This design comes from an exercise in tuning for small area, a short achievable clock period and few clock cycles on the open sky130 flow, not from production work. RTL that was checked went through simulation tests only; none was proved equivalent to the original. Power figures rest on the tool's default switching activity, not on a simulated workload.

== P ==
Design keyword_source_lexer, start of the top module:
module keyword_source_lexer #(
   parameter int MAX_TEXT_LEN = 65536
) (
   input  wire logic         clock,
   input  wire logic         reset,
   input  wire logic         req_valid,
   output logic             req_stall,
   input  wire logic [8:0]   req_data,
   output logic             rsp_valid,
   input  wire logic         rsp_stall,
   output logic [45:0]      rsp_data,
   input  wire logic         csr_we,
   input  wire logic [16:0]  csr_wdata
);
   logic         room;
   logic         push;
   logic [45:0]  push_w;
   ksl_front u_front (
      .clock     (clock),
      .reset     (reset),
      .req_valid (req_valid),
      .req_stall (req_stall),
      .req_data  (req_data),
      .csr_we    (csr_we),
      .csr_wdata (csr_wdata),
      .room      (room),
      .last_index(rsp_data[39:24]),
      .push      (push),
      .push_w    (push_w)
   );
   ksl_tokq u_tokq (
      .clock     (clock),
      .reset     (reset),
      .push      (push),
      .push_w    (push_w),
      .room      (room),
      .rsp_valid (rsp_valid),
      .rsp_stall (rsp_stall),
  ...
For scale: ~1700 cells after synthesis, roughly 150 flip-flops, about 79 I/O pins, roughly 11000 sq um of cells after synthesis.
clock: 8.5 ns
lec_check: 0
abc_area: 1
cap_margin: 20
core_margin: 2
core_utilization: 40
cts_buf_list: sky130_fd_sc_hd__clkbuf_8
slew_margin: 20
standard.sh (not shown) runs the stock make flow with config.mk's settings and CLKGATE_MAP_FILE= SYNTH_SCRIPT=/design/flow/synth_recipe.tcl, a recipe that flattens the netlist after the stock synthesis.
==> flow/flow/run.sh <==
#!/bin/bash
# The standard layout, with the smallest buffer on each port instead of the
# default delay-cell buffer, and timing repair aiming 5.5 ns below the clock period
set -euo pipefail
export BUFFER_PORTS_ARGS="-buffer_cell sky130_fd_sc_hd__buf_1"
export SETUP_SLACK_MARGIN=5.5
bash standard.sh finish > standard_finish.log 2>&1
Modified inputs, Q compared to P
--- a/flow/design.v
+++ b/flow/design.v
@@ -536,13 +536,12 @@
          if (pend_ff == PD_MINUS) flush_kind = 6'd40;
          flush_emits = (pend_ff != PD_BANG);
       end else begin
          flush_emits = 1'b0;
       end
    end
-   logic         quiet, tok_cont;
    logic         emit, split, step, take;
    logic [5:0]   w_kind, w_len;
    logic [15:0]  w_start;
    logic         w_ovf, w_last, w_end;
    always_comb begin
       logic do_flush, do_start;
@@ -641,21 +640,20 @@
                w_start = pos_ff[15:0];
                w_len   = 6'd1;
             end
          end
       end
       w_last = !split;
-      step   = in_v && (room || quiet);
+      step   = in_v && room;
       take   = step && !split;
       push   = in_v && emit && room;
    end
    assign push_w    = {w_kind, cnt, w_start, w_len, w_ovf, w_last};
+   logic  tok_cont;
    assign tok_cont = ((mode_ff == LM_IDENT) && cl[CL_WORD]) || ((mode_ff == LM_NUMBER) && cl[CL_DIGIT]) ||
                      ((mode_ff == LM_STRING) && !cl[CL_QUOTE]);
-   assign quiet = !eot && (ovf_ff || pos_ff[16] || tok_cont || (mode_ff == LM_LINE) ||
-                           (mode_ff == LM_BLOCK) || ((mode_ff == LM_IDLE) && !cl[CL_OP]));
    always_comb begin
       pend_in  = c_pend;
       star_in  = (mode_ff == LM_BLOCK) && cl[CL_STAR];
       start_in = pos_ff[15:0];
       len_in   = cl[CL_QUOTE] ? 6'd0 : 6'd1;
       kw_in    = kw_f[9:5];
[summary]
Cell area, Q and P: lower on Q
Compared with P, Q shows leakage component of the power that has gone down by a few percent.
Full die area: lower on Q
Q against P: via count went down by 4.4%, number of non-clock buffers went down by 3, aggregate global-route resource usage went down by 1.2 points, wire length went down by 9.1%, share of the cycle needed by the critical path after routing was more or less identical.
Going from P to Q, post-route total power decreased by 120 uW relative to the old numbers; count of mapped cells out of synthesis now smaller; fmax about even; filler cell count in the final layout fell 91.
Testbench counts of Q, summed over its fixed seeds: cycles 148,692.
Function not checked in P: the RTL went through the layout flow alone.

keyword_source_lexer, a different RTL version from the one above (not shown whole).
For scale: about 150 flip-flops, about 79 I/O pins, about 11000 sq um of cells after synthesis.
clock: 8.5 ns
lec_check: 0
abc_area: 1
cap_margin: 20
core_margin: 2
core_utilization: 40
cts_buf_list: sky130_fd_sc_hd__clkbuf_8
slew_margin: 20
==> flow/flow/run.sh <==
#!/bin/bash
# The standard layout, with the smallest buffer on each port instead of the
# default delay-cell buffer, and timing repair aiming 5.75 ns below the clock period
set -euo pipefail
export BUFFER_PORTS_ARGS="-buffer_cell sky130_fd_sc_hd__buf_1"
export SETUP_SLACK_MARGIN=5.75
bash standard.sh finish > standard_finish.log 2>&1
Testbench counts at the start, summed over its fixed seeds: cycles 146,983.
Then changed:
--- a/flow/design.v
+++ b/flow/design.v
@@ -530,24 +530,25 @@
       end else if (mode_ff == LM_PEND) begin
          flush_len = 6'd1;
          if (pend_ff == PD_SLASH) flush_kind = 6'd43;
          if (pend_ff == PD_EQ)    flush_kind = 6'd38;
          if (pend_ff == PD_LT)    flush_kind = 6'd51;
          if (pend_ff == PD_GT)    flush_kind = 6'd52;
          if (pend_ff == PD_MINUS) flush_kind = 6'd40;
          flush_emits = (pend_ff != PD_BANG);
       end else begin
          flush_emits = 1'b0;
       end
    end
+   logic         quiet, tok_cont;
    logic         emit, split, step, take;
    logic [5:0]   w_kind, w_len;
    logic [15:0]  w_start;
    logic         w_ovf, w_last, w_end;
    always_comb begin
       logic do_flush, do_start;
       mode_in  = mode_ff;
       pos_in   = pos_ff;
       emit     = 1'b0;
       split    = 1'b0;
       w_end    = 1'b0;
       w_kind   = flush_kind;
@@ -634,32 +635,33 @@
                mode_in  = LM_STRING;
             end else if (cl[CL_PEND]) begin
                mode_in  = LM_PEND;
             end else if (cl[CL_OP]) begin
                emit    = 1'b1;
                w_kind  = c_kind;
                w_start = pos_ff[15:0];
                w_len   = 6'd1;
             end
          end
       end
       w_last = !split;
-      step   = in_v && (room || !emit);
+      step   = in_v && (room || quiet);
       take   = step && !split;
       push   = in_v && emit && room;
    end
    assign push_w    = {w_kind, cnt, w_start, w_len, w_ovf, w_last};
-   logic  tok_cont;
    assign tok_cont = ((mode_ff == LM_IDENT) && cl[CL_WORD]) || ((mode_ff == LM_NUMBER) && cl[CL_DIGIT]) ||
                      ((mode_ff == LM_STRING) && !cl[CL_QUOTE]);
+   assign quiet = !eot && (ovf_ff || pos_ff[16] || tok_cont || (mode_ff == LM_LINE) ||
+                           (mode_ff == LM_BLOCK) || ((mode_ff == LM_IDLE) && !cl[CL_OP]));
    always_comb begin
       pend_in  = c_pend;
       star_in  = (mode_ff == LM_BLOCK) && cl[CL_STAR];
       start_in = pos_ff[15:0];
       len_in   = cl[CL_QUOTE] ? 6'd0 : 6'd1;
       kw_in    = kw_f[9:5];
       kwe_in   = kw_f[4:0];
       if (tok_cont) begin
          len_in = (len_ff == 6'd63) ? len_ff : len_ff + 6'd1;
       end
       if (tok_cont && !((mode_ff == LM_STRING) && (len_ff == 6'd0))) begin
          start_in = start_ff;
Outcome: The new run went through all stages and came out clean; critical path depth decreases by 10; core utilization stays flat; combinational power grows by a quarter to a third; global-route usage decreases by 0.36 points; fmax grows slightly.
For the second run of this note, only the layout was checked, not whether the RTL still works.

-- port drivers added, routing unchanged --
No port has a modelled driver above. Below, the same layouts with a new extraction and two added sets of constraints. Step 1 sets driving cells, clkbuf_16 on the clock port and buf_2 on the other inputs (assumed; they add their load-dependent delay and slew). Step 2 moves the port delays by t, midway between the first and last clock arrival at a register: inputs arrive t later, outputs are due t later. That takes back most of the time a late clock gives input paths. a / b / c = no drivers / after step 1 / after step 2; a / b = the first two.
run	shift t [ns]	setup WS [ns]	worst register clock-pin slew, ns
P	0.495	5.572 / 5.529 / 5.115	0.10 / 0.10
Q	0.487	5.575 / 5.537 / 5.108	0.09 / 0.09
the first run of note 2	0.494	5.742 / 5.735 / 5.269	0.09 / 0.09
the second run of note 2	0.497	5.775 / 5.728 / 5.356	0.10 / 0.10
After both steps setup and hold are still met in every run listed. The setup slack of the first run of note 2, which loses most, moves by -0.007 ns with the drivers and by -0.473 ns with both steps.
